Source: an optimization exercise on an open RTL-to-GDS flow (aim: small area, a short achievable clock period and few clock cycles per item). Production flows keep margins and buffers that such runs may drop.
In this exercise RTL edits were held to simulation tests only and were not proved equivalent to the original.

===== flow/design.v =====
module pipe_ex_mdu #(
  parameter int XLEN  = 64,
  parameter int LANES = 2
) (
  input  logic                        clk_i,
  input  logic                        rst_ni,
  input  logic                        flush_i,
  input  logic [LANES-1:0]            req_valid_i,
  input  logic [LANES-1:0][2:0]       req_op_i,
  input  logic [LANES-1:0]            req_word32_i,
  input  logic [LANES-1:0][XLEN-1:0]  req_a_i,
  input  logic [LANES-1:0][XLEN-1:0]  req_b_i,
  output logic                        mdu_stall_o,
  output logic                        done_o,
  output logic [LANES-1:0][XLEN-1:0]  res_o
);
  localparam int TW = 74;   
  typedef enum logic [2:0] {ST_MUL, ST_MULH, ST_PREP, ST_DIV, ST_FIN} st_t;
  function automatic logic [63:0] sext32(input logic [31:0] v);
    sext32 = {{32{v[31]}}, v};
  endfunction
  function automatic logic [2:0] booth(input logic [2:0] t);
    booth = {t[2] & ~(t[1] & t[0]),
             (t[2] & ~t[1] & ~t[0]) | (~t[2] & t[1] & t[0]),
             t[1] ^ t[0]};
  endfunction
  function automatic logic [11:0] grp_enc(input logic [63:0] v, input logic [2:0] g);
    logic [64:0] ve;
    logic [8:0]  t;
    ve = {v, 1'b0};
    t  = ve[{g, 3'b000} +: 9];
    grp_enc = {booth(t[8:6]), booth(t[6:4]), booth(t[4:2]), booth(t[2:0])};
  endfunction
  function automatic logic [6:0] bitlen(input logic [63:0] v);
    bitlen = '0;
    for (int i = 0; i < 64; i++) if (v[i]) bitlen = 7'(i + 1);
  endfunction
  logic             busy_q, last_q, lane_q, w_q, isrem_q, neg_q, hic_q;
  st_t              st_q;
  logic [5:0]       cnt_q;
  logic [64:0]      x_q;       
  logic [65:0]      r_q;       
  logic [63:0]      q_q;       
  logic [11:0]      dg_q;      
  logic [LANES-1:0][XLEN-1:0] res_q;
  logic             done_q;
  assign done_o      = done_q;
  assign res_o       = res_q;
  assign mdu_stall_o = (|req_valid_i) & ~done_o;
  logic       start, fin, ld, ld_lane;
  logic [2:0] ld_op;
  logic       ld_w, ld_sa, ld_sb, ld_mul, ld_div, ld_an, ld_bn;
  logic [63:0] la_raw, lb_raw, ax, bx, mag_a, mag_b;
  function automatic logic [63:0] cneg(input logic [63:0] x, input logic neg);
    logic [63:0] below;
    below[0] = 1'b0;
    for (int i = 1; i < 64; i++) below[i] = below[i-1] | x[i-1];
    cneg = x ^ (below & {64{neg}});
  endfunction
  logic        ld_swp, swp_q;
  logic [11:0] ld_grp, it_grp;
  logic [2:0]  ld_idx;
  logic [63:0] it_src;
  logic [2:0]  gt_a, gt_b;
  logic [63:0] m_a, m_b;
  function automatic logic [2:0] top_grp(input logic [63:0] v);
    top_grp = '0;
    for (int g = 0; g < 7; g++) begin
      logic all_sign;
      all_sign = 1'b1;
      for (int j = 8*g+7; j < 63; j++) if (v[j] != v[63]) all_sign = 1'b0;
      if (!all_sign) top_grp = 3'(g + 1);
    end
  endfunction
  logic [6:0]  ld_la, ld_lb;
  logic [6:0]  la_q, lb_q;
  logic [65:0] x3_q;      
  logic        ld_bz;
  always_comb begin
    start   = ~busy_q & ~done_q & (|req_valid_i);
    ld      = ~flush_i & (start | (busy_q & fin & ~last_q));
    ld_lane = busy_q ? 1'b1 : ~req_valid_i[0];
    ld_op   = req_op_i[ld_lane];
    la_raw  = req_a_i[ld_lane];
    lb_raw  = req_b_i[ld_lane];
    ld_mul  = (ld_op == 3'b000);
    ld_div  = ld_op[2];
    ld_w    = req_word32_i[ld_lane] & (ld_mul | ld_div);
    ld_sa   = (ld_op == 3'b001) | (ld_op == 3'b010) | (ld_op == 3'b100) | (ld_op == 3'b110);
    ld_sb   = (ld_op == 3'b001) | (ld_op == 3'b100) | (ld_op == 3'b110);
    ax      = ld_w ? (ld_sa ? sext32(la_raw[31:0]) : {32'd0, la_raw[31:0]}) : la_raw;
    bx      = ld_w ? (ld_sb ? sext32(lb_raw[31:0]) : {32'd0, lb_raw[31:0]}) : lb_raw;
    ld_an   = ld_sa & ax[63];
    ld_bn   = ld_sb & bx[63];
    mag_a   = cneg(ax, ld_an);
    mag_b   = cneg(bx, ld_bn);
    ld_bz   = (bx == 64'd0);
    begin
      ld_la = bitlen(ld_an ? ~ax : ax) + {6'd0, ld_an};
      ld_lb = bitlen(ld_bn ? ~bx : bx);
      if (ld_bn && ld_lb == 7'd0) ld_lb = 7'd1;
      if (ld_bz) ld_la = ld_w ? 7'd31 : 7'd63;
    end
    m_a    = ld_w ? sext32(la_raw[31:0]) : la_raw;
    m_b    = ld_w ? sext32(lb_raw[31:0]) : lb_raw;
    gt_a   = top_grp(m_a);
    gt_b   = top_grp(m_b);
    ld_swp = ld_mul & (gt_a < gt_b);
    ld_idx = ld_swp ? gt_a : gt_b;
    ld_grp = ld_swp ? grp_enc(m_a, gt_a) : grp_enc(m_b, ld_mul ? gt_b : 3'd0);
    it_src = swp_q ? req_a_i[lane_q] : req_b_i[lane_q];
    if (w_q) it_src = sext32(it_src[31:0]);
    it_grp = grp_enc(it_src, (st_q == ST_MUL) ? cnt_q[2:0] - 3'd1 : cnt_q[2:0] + 3'd1);
  end
  logic [TW-1:0] base, corr, mt;
  logic [3:0][TW-1:0] pp;
  function automatic logic [2*TW-1:0] csa(input logic [TW-1:0] a, input logic [TW-1:0] b, input logic [TW-1:0] c);
    logic [TW-1:0] s, cy;
    s  = a ^ b ^ c;
    cy = ((a & b) | (a & c) | (b & c));
    csa = {cy[TW-2:0], 1'b0, s};
  endfunction
  always_comb begin
    logic [65:0] xs, mag;
    logic [TW-1:0] s1, c1, s2, c2, s3, c3, s4, c4;
    xs = {x_q[64], x_q};
    for (int j = 0; j < 4; j++) begin
      mag = dg_q[3*j+1] ? {xs[64:0], 1'b0} : (dg_q[3*j] ? xs : '0);
      pp[j] = ({{(TW-66){mag[65]}}, mag} ^ {TW{dg_q[3*j+2]}}) << (2*j);
    end
    corr = '0;
    for (int j = 0; j < 4; j++) corr[2*j] = dg_q[3*j+2];
    if (st_q == ST_MULH && cnt_q[2:0] == 3'd7 && hic_q) corr[TW-1:8] = {x_q[64], x_q};
    case (st_q)
      ST_MUL:  base = {{(TW-64){1'b0}}, r_q[55:0], 8'd0};
      ST_MULH: base = {{(TW-66){r_q[65]}}, r_q};
      ST_PREP: base = '0;
      default: begin
        base    = {{(TW-64){1'b0}}, ~(isrem_q ? r_q[63:0] : q_q)};
        corr[0] = 1'b1;
      end
    endcase
    {c1, s1} = csa(base, pp[0], pp[1]);
    {c2, s2} = csa(pp[2], pp[3], corr);
    {c3, s3} = csa(s1, c1, s2);
    {c4, s4} = csa(s3, c3, c2);
    mt = s4 + c4;
  end
  logic [63:0] d_r2, d_q2;
  always_comb begin
    logic [66:0] r4, t1, t2, t3;
    logic [1:0]  qd;
    r4 = {1'b0, r_q[63:0], q_q[63:62]};
    t1 = r4 - {3'b000, x_q[63:0]};
    t2 = r4 - {2'b00, x_q[63:0], 1'b0};
    t3 = r4 - {1'b0, x3_q};
    if (!t3[66])      begin d_r2 = t3[63:0]; qd = 2'd3; end
    else if (!t2[66]) begin d_r2 = t2[63:0]; qd = 2'd2; end
    else if (!t1[66]) begin d_r2 = t1[63:0]; qd = 2'd1; end
    else              begin d_r2 = r4[63:0]; qd = 2'd0; end
    d_q2 = {q_q[61:0], qd};
  end
  logic [63:0] p_r, p_q;
  logic [5:0]  p_c;       
  always_comb begin
    logic [63:0] rot, lowm;
    logic [7:0]  diff;
    diff = {1'b0, la_q} - {1'b0, lb_q} + 8'd1;
    if (diff[7]) p_c = 6'd0;
    else         p_c = diff[6:1] + {5'd0, diff[0]};
    rot  = (q_q >> {p_c[4:0], 1'b0}) | (q_q << (7'd64 - {1'b0, p_c[4:0], 1'b0}));
    lowm = ~64'd0 >> {p_c, 1'b0};
    p_r  = rot & lowm;
    p_q  = rot & ~lowm;
  end
  logic        res_we;
  logic [63:0] res_raw;
  always_comb begin
    fin     = 1'b0;
    res_we  = 1'b0;
    res_raw = mt[63:0];
    case (st_q)
      ST_MUL:  begin fin = (cnt_q[2:0] == 3'd0); res_raw = mt[63:0]; end
      ST_MULH: begin fin = (cnt_q[2:0] == 3'd7); res_raw = mt[71:8]; end
      ST_PREP: begin fin = (p_c == 6'd0) & ~neg_q; res_raw = isrem_q ? q_q : 64'd0; end
      ST_DIV:  begin fin = (cnt_q == 6'd1) & ~neg_q; res_raw = isrem_q ? d_r2 : d_q2; end
      default: begin fin = 1'b1; res_raw = mt[63:0]; end
    endcase
    res_we = busy_q & fin;
  end
  always_ff @(posedge clk_i or negedge rst_ni) begin
    if (!rst_ni) begin
      busy_q <= 1'b0;
      done_q <= 1'b0;
    end else begin
      done_q <= 1'b0;
      if (flush_i) begin
        busy_q <= 1'b0;
      end else if (start) begin
        busy_q <= 1'b1;
      end else if (busy_q & fin & last_q) begin
        busy_q <= 1'b0;
        done_q <= 1'b1;
      end
    end
  end
  always_ff @(posedge clk_i) begin
    if (res_we) res_q[lane_q] <= w_q ? sext32(res_raw[31:0]) : res_raw;
    if (ld) begin
      lane_q  <= ld_lane;
      last_q  <= busy_q | ~(req_valid_i[0] & req_valid_i[1]);
      w_q     <= ld_w;
      isrem_q <= ld_op[1];
      swp_q   <= ld_swp;
      hic_q   <= ~ld_sb & lb_raw[63];
      la_q    <= ld_la;
      lb_q    <= ld_lb;
      neg_q   <= ld_div & (ld_op[1] ? ld_an : ((ld_an ^ ld_bn) & ~ld_bz));
      st_q    <= ld_div ? ST_PREP : (ld_mul ? ST_MUL : ST_MULH);
      x_q     <= ld_div ? {1'b0, mag_b} : (ld_mul ? {1'b0, ld_swp ? m_b : m_a} : {ld_sa & la_raw[63], la_raw});
    end else if (st_q == ST_PREP) begin
      st_q    <= (p_c == 6'd0) ? ST_FIN : ST_DIV;
    end else if (st_q == ST_DIV && cnt_q == 6'd1) begin
      st_q    <= ST_FIN;
    end
    if (st_q == ST_PREP) x3_q <= mt[65:0];
  end
  always_ff @(posedge clk_i) begin
    if (ld)                  r_q <= '0;
    else if (st_q == ST_MUL) r_q <= {2'b00, mt[63:0]};
    else if (st_q == ST_MULH) r_q <= mt[TW-1:8];
    else if (st_q == ST_PREP) r_q <= {2'b00, p_r};
    else                     r_q <= {2'b00, d_r2};
    if (ld)                   q_q <= mag_a;
    else if (st_q == ST_PREP) q_q <= p_q;
    else                      q_q <= d_q2;
    if (ld)                   cnt_q <= ld_mul ? {3'd0, ld_idx} : 6'd0;
    else if (st_q == ST_PREP) cnt_q <= p_c;
    else if (st_q == ST_MULH) cnt_q <= cnt_q + 6'd1;
    else                      cnt_q <= cnt_q - 6'd1;
    if (ld)                                     dg_q <= ld_div ? 12'b000_000_001_101 : ld_grp;
    else if (st_q == ST_MUL | st_q == ST_MULH)  dg_q <= it_grp;
    else                                        dg_q <= '0;
  end
endmodule

===== flow/run.sh =====
#!/bin/bash
# synth_recipe.tcl (not shown) runs the flow's synth.tcl, then flattens the netlist and writes it again
# the make line also repeats each setting of config.mk as NAME=value (left out here)
make -C /OpenROAD-flow-scripts/flow DESIGN_CONFIG=/design/flow/config.mk WORK_HOME=/design/flow/orfs CLKGATE_MAP_FILE= SYNTH_SCRIPT=/design/flow/synth_recipe.tcl finish

===== flow/config.mk =====
export PLATFORM = sky130hd
export DESIGN_NAME = pipe_ex_mdu
export DESIGN_NICKNAME = pipe_ex_mdu
export VERILOG_FILES = /design/flow/design.v
export SDC_FILE = /design/flow/constraint.sdc
export NUM_CORES = 4
export LEC_CHECK = 0
export ABC_CLOCK_PERIOD_IN_PS = 5000
export CAP_MARGIN = 20
export CORE_MARGIN = 2
export CORE_UTILIZATION = 40
export SETUP_SLACK_MARGIN = 4
export SLEW_MARGIN = 20

===== flow/constraint.sdc =====
create_clock -name core_clock -period 10.0 [get_ports {clk_i}]
set_input_delay 2.0000 -clock core_clock [delete_from_list [all_inputs] [get_ports {clk_i}]]
set_output_delay 2.0000 -clock core_clock [all_outputs]
set_load 0.01 [all_outputs]

==> results.toml <==
[status]
outcome = "finished clean"

[detailed_routing]
drt_wl_total_mm = 496
detailedRoute.firstPassIterationCount = 8
drtAntennaViolNets = 0
first_iter_violations = 13500
dr_total_vias = 85700
post_drt_via_cell_ratio = 7.13
route.detailed.wl_per_inst_um = 41.3
drc = 0

[worst_setup_path]
endpoint_required_time_on_the_critical_path_ns = 10.46
path_class = "flop to flop"
critPathCaptureType = "flop"
path_max_fanout = 68
timing.critical_path.from_type = "flop"
critPathArrivalTime_ns = 7.51

[clock_tree]
clock-root-buffer = "sky130_fd_sc_hd__clkbuf_16"
clock_tree.buffer_depth = 3
cts-htree-levels = 2
tritoncts_clock_tree = "built"
numCtsBuffers = 58
clock_transition_at_path_regs_ns = 0.07
cts_num_sinks = 433
clock_latency_ns = 0.77
postCtsHoldBufs = 0

[logic_synthesis]
xor_xnor_share_of_the_synthesized_area_pct = 7.67
yosys.cell_types.count = 126
combinational_family_with_the_most_area_after_synthesis = "compound AO/OA/AOI/OAI gates"
syn-cell-area_mm2 = 0.0707
most_area_consuming_cells_after_synthesis = "sky130_fd_sc_hd__edfxtp_1, sky130_fd_sc_hd__fa_1, sky130_fd_sc_hd__mux2i_1"
synthesis.area_per_instance_um2 = 7.95
synth_simple_gate_area_share_pct = 16.2
synth-edff-count = 283
synth_cells = 8894
synth-compound-area-share_pct = 27.2
synth_warnings = 1
ys_ff_latch = 433
async_flop_share_pct = 0.462
synth.top_cell.area_share_pct = 12.0
synth-main-ff-cell = "sky130_fd_sc_hd__edfxtp_1"
syn-num-nets = 9755
muxShareOfSynthArea_pct = 12.0
yosysSeqAreaShare_pct = 16.3
synth_fa_ha_area_share_pct = 13.4
synth_top_cell_by_area = "sky130_fd_sc_hd__edfxtp_1"

[sta]
grt_setup_unrepaired = "yes"
worstMarginPinSlew_ns = 1.33
period_minus_slack_ns = 7.05
finalHoldViolations = 0
layout_worst_path_cycle_share_pct = 70.5
timing.slew.headroom_pct = 9.63
final-max-slew-violation-count = 0
fin_worst_hold_slack_ns = 0.646
setup_viol_count_final = 0
post-route-worst-setup-slack_ns = 2.95
worst_clock_skew_ns = 0.0313
maxClockFrequency_ghz = 0.142
finalSetupTns_ns = 0

[cells_and_area]
finish.net_count = 10400
drive_above_1_share_pct = 21.2
layout.cells.most_common_list = "sky130_fd_sc_hd__nand2_1, sky130_fd_sc_hd__nor2_1, sky130_fd_sc_hd__a21oi_1, sky130_fd_sc_hd__buf_4, sky130_fd_sc_hd__inv_1"
synthToLayoutAreaGrowth_pct = 30.4
finish.instance_area_mm2 = 0.0922
final_util_pct = 52.4
layout_commonest_cell = "sky130_fd_sc_hd__nand2_1"
stdcell_count = 12000

[grt]
grt.total_usage_pct = 52.6
grt_start_max_net_pins = 104
via_count_of_the_first_global_routing_pass = 79000
grt_antenna_before_repair = 46
grt_overflow_total = 0
grt_first_pass_wirelength_mm = 662

[placement]
place_inst = 11300
port_buffers = 398
hpwl_mm = 360
detailed_place.area_mm2 = 0.0787
globalplace.congestion = 1.13
dpl_worst_slack_ns = 0.960

[job]
maxCapViolCount = 0

[die]
start_util_pct = 40.2
die_area_mm2 = 0.180
floorplan.die.height_um = 424
floorplan.io_pins = 399
floorplan.core_area_mm2 = 0.176
die_width_um = 424
floorplan.rows = 154

[min_path]
min-delay-path-class = "flop to flop"
[layer usage]
layer / up-vias / GRT usage [%] / share of wire, %
met5: - / 0 / 0.051
met4: 24 / 47.2 / 12
met3: 2117 / 20.6 / 14
met2: 7541 / 73.0 / 39
met1: 41700 / 62.2 / 35
li1: 34300 / - / -
[area by class of cell]
cell class | count | area (um^2)
Antenna cell | 42 | 105
Clock buffer | 62 | 1470
Clock inverter | 44 | 499
Fill cell | 16500 | 83800
Inverter | 601 | 2420
Multi-Input combinational cell | 7186 | 59000
Sequential cell | 433 | 11600
Tap cell | 2340 | 2930
Timing Repair Buffer | 1302 | 14100
Timing Repair inverter | 5 | 53.8
[cell families after synthesis]
logic type	Yosys count
AOI/OAI and AO/OA	2866
DFF	433
muxes	673
buffers and inverters	1285
xor gates and xnor gates	614
adders and majority gates	592
and+or+nand+nor	2431
[worst max-delay path: stages (launching register included)]
cell	delay, ns
sky130_fd_sc_hd__edfxtp_1	0.41
sky130_fd_sc_hd__or2_4	0.33
sky130_fd_sc_hd__buf_16	0.22
sky130_fd_sc_hd__o22ai_2	0.53
sky130_fd_sc_hd__fa_1	0.51
sky130_fd_sc_hd__inv_1	0.08
sky130_fd_sc_hd__fa_1	0.40
sky130_fd_sc_hd__inv_1	0.07
sky130_fd_sc_hd__fa_1	0.45
sky130_fd_sc_hd__ha_4	0.26
sky130_fd_sc_hd__a21o_1	0.16
sky130_fd_sc_hd__a21o_1	0.21
sky130_fd_sc_hd__a2111oi_4	0.36
sky130_fd_sc_hd__nor2_2	0.10
sky130_fd_sc_hd__a211o_1	0.30
sky130_fd_sc_hd__and2_4	0.20
sky130_fd_sc_hd__o2111a_1	0.27
sky130_fd_sc_hd__buf_8	0.17
sky130_fd_sc_hd__or2_4	0.29
sky130_fd_sc_hd__a21oi_4	0.22
sky130_fd_sc_hd__xnor2_4	0.13
sky130_fd_sc_hd__a221oi_2	0.29
sky130_fd_sc_hd__a211oi_1	0.12
sky130_fd_sc_hd__a311o_1	0.43
[synthesized netlist by cell type (36+ instances only)]
cell type and instances:
sky130_fd_sc_hd__a21oi_1 675, sky130_fd_sc_hd__o221ai_1 47, sky130_fd_sc_hd__nor2b_1 48, sky130_fd_sc_hd__a221o_1 38
sky130_fd_sc_hd__o21ai_0 521, sky130_fd_sc_hd__o211ai_1 96, sky130_fd_sc_hd__a21o_1 182, sky130_fd_sc_hd__dfxtp_1 148
sky130_fd_sc_hd__o31ai_1 54, sky130_fd_sc_hd__nand4_1 74, sky130_fd_sc_hd__or2_2 39, sky130_fd_sc_hd__buf_1 84
sky130_fd_sc_hd__nand3_1 184, sky130_fd_sc_hd__nor2_1 710, sky130_fd_sc_hd__a211o_1 36, sky130_fd_sc_hd__inv_1 589
sky130_fd_sc_hd__nand2_1 735, sky130_fd_sc_hd__a22oi_1 282, sky130_fd_sc_hd__mux2_2 96, sky130_fd_sc_hd__mux2i_1 442
sky130_fd_sc_hd__a31oi_1 131, sky130_fd_sc_hd__o21bai_1 41, sky130_fd_sc_hd__ha_1 318, sky130_fd_sc_hd__mux4_2 128
sky130_fd_sc_hd__o22ai_1 132, sky130_fd_sc_hd__edfxtp_1 283, sky130_fd_sc_hd__and3_1 95, sky130_fd_sc_hd__a221oi_1 114
sky130_fd_sc_hd__a211oi_1 95, sky130_fd_sc_hd__xor2_1 142, sky130_fd_sc_hd__o21a_1 65, sky130_fd_sc_hd__xnor2_1 469
sky130_fd_sc_hd__fa_1 274, sky130_fd_sc_hd__nand2b_1 56, sky130_fd_sc_hd__buf_2 68, sky130_fd_sc_hd__and2_1 97
sky130_fd_sc_hd__nor4_1 52, sky130_fd_sc_hd__nor3_1 198, sky130_fd_sc_hd__clkbuf_1 491, sky130_fd_sc_hd__or3_1 39
[worst paths after layout]
path / startpoint / end / slack, ns / cells past startpoint
worst max-delay path: st_q[2]$_SDFFCE_PP0P_ / flop / 2.95 / 23
worst min-delay path: last_q$_DFFE_PP_ / done_q$_DFF_PN0_ / 0.65 / 2
worst max register to register: st_q[2]$_SDFFCE_PP0P_ / flop / 2.95 / 23
worst min register to register: last_q$_DFFE_PP_ / done_q$_DFF_PN0_ / 0.65 / 2
max in group asynchronous: rst_ni / done_q$_DFF_PN0_ / 8.47 / 1
min in group asynchronous: rst_ni / busy_q$_DFFE_PN0P_ / 1.41 / 1
[what timing repair did]
item,in CTS,in global routing
pin swaps,183,151
resized for setup,738,424
setup buffers,278,209
cloned,48,10
setup endpoints to repair,488,532
Testbench counts, summed over its fixed seeds: cycles 69,709, ops 10,683.

[re-timing with driven ports]
How much do the figures lean on ideal ports? The routed layout below was timed once more, with nothing changed but the port constraints.
Step 1 sets driving cells, clkbuf_16 on the clock port and buf_2 on the other inputs (assumed; they add their load-dependent delay and slew).
Step 2 also shifts input and output timing later by t, the mid clock arrival at the registers, as if the neighbouring blocks saw the same clock.
a / b / c = ideal ports / drivers / drivers and shift; a / b = the first two.
t (ns): 0.863
slack for setup (ns): 2.953 / 2.953 / 2.953
latest minus earliest clock arrival (ns): 0.031 / 0.031
worst slew at a driven data input, ns: 0.19
After both steps setup and hold are still met in this run. For this run, drivers alone change the setup slack by 0.000 ns; drivers and shift together by 0.000 ns.
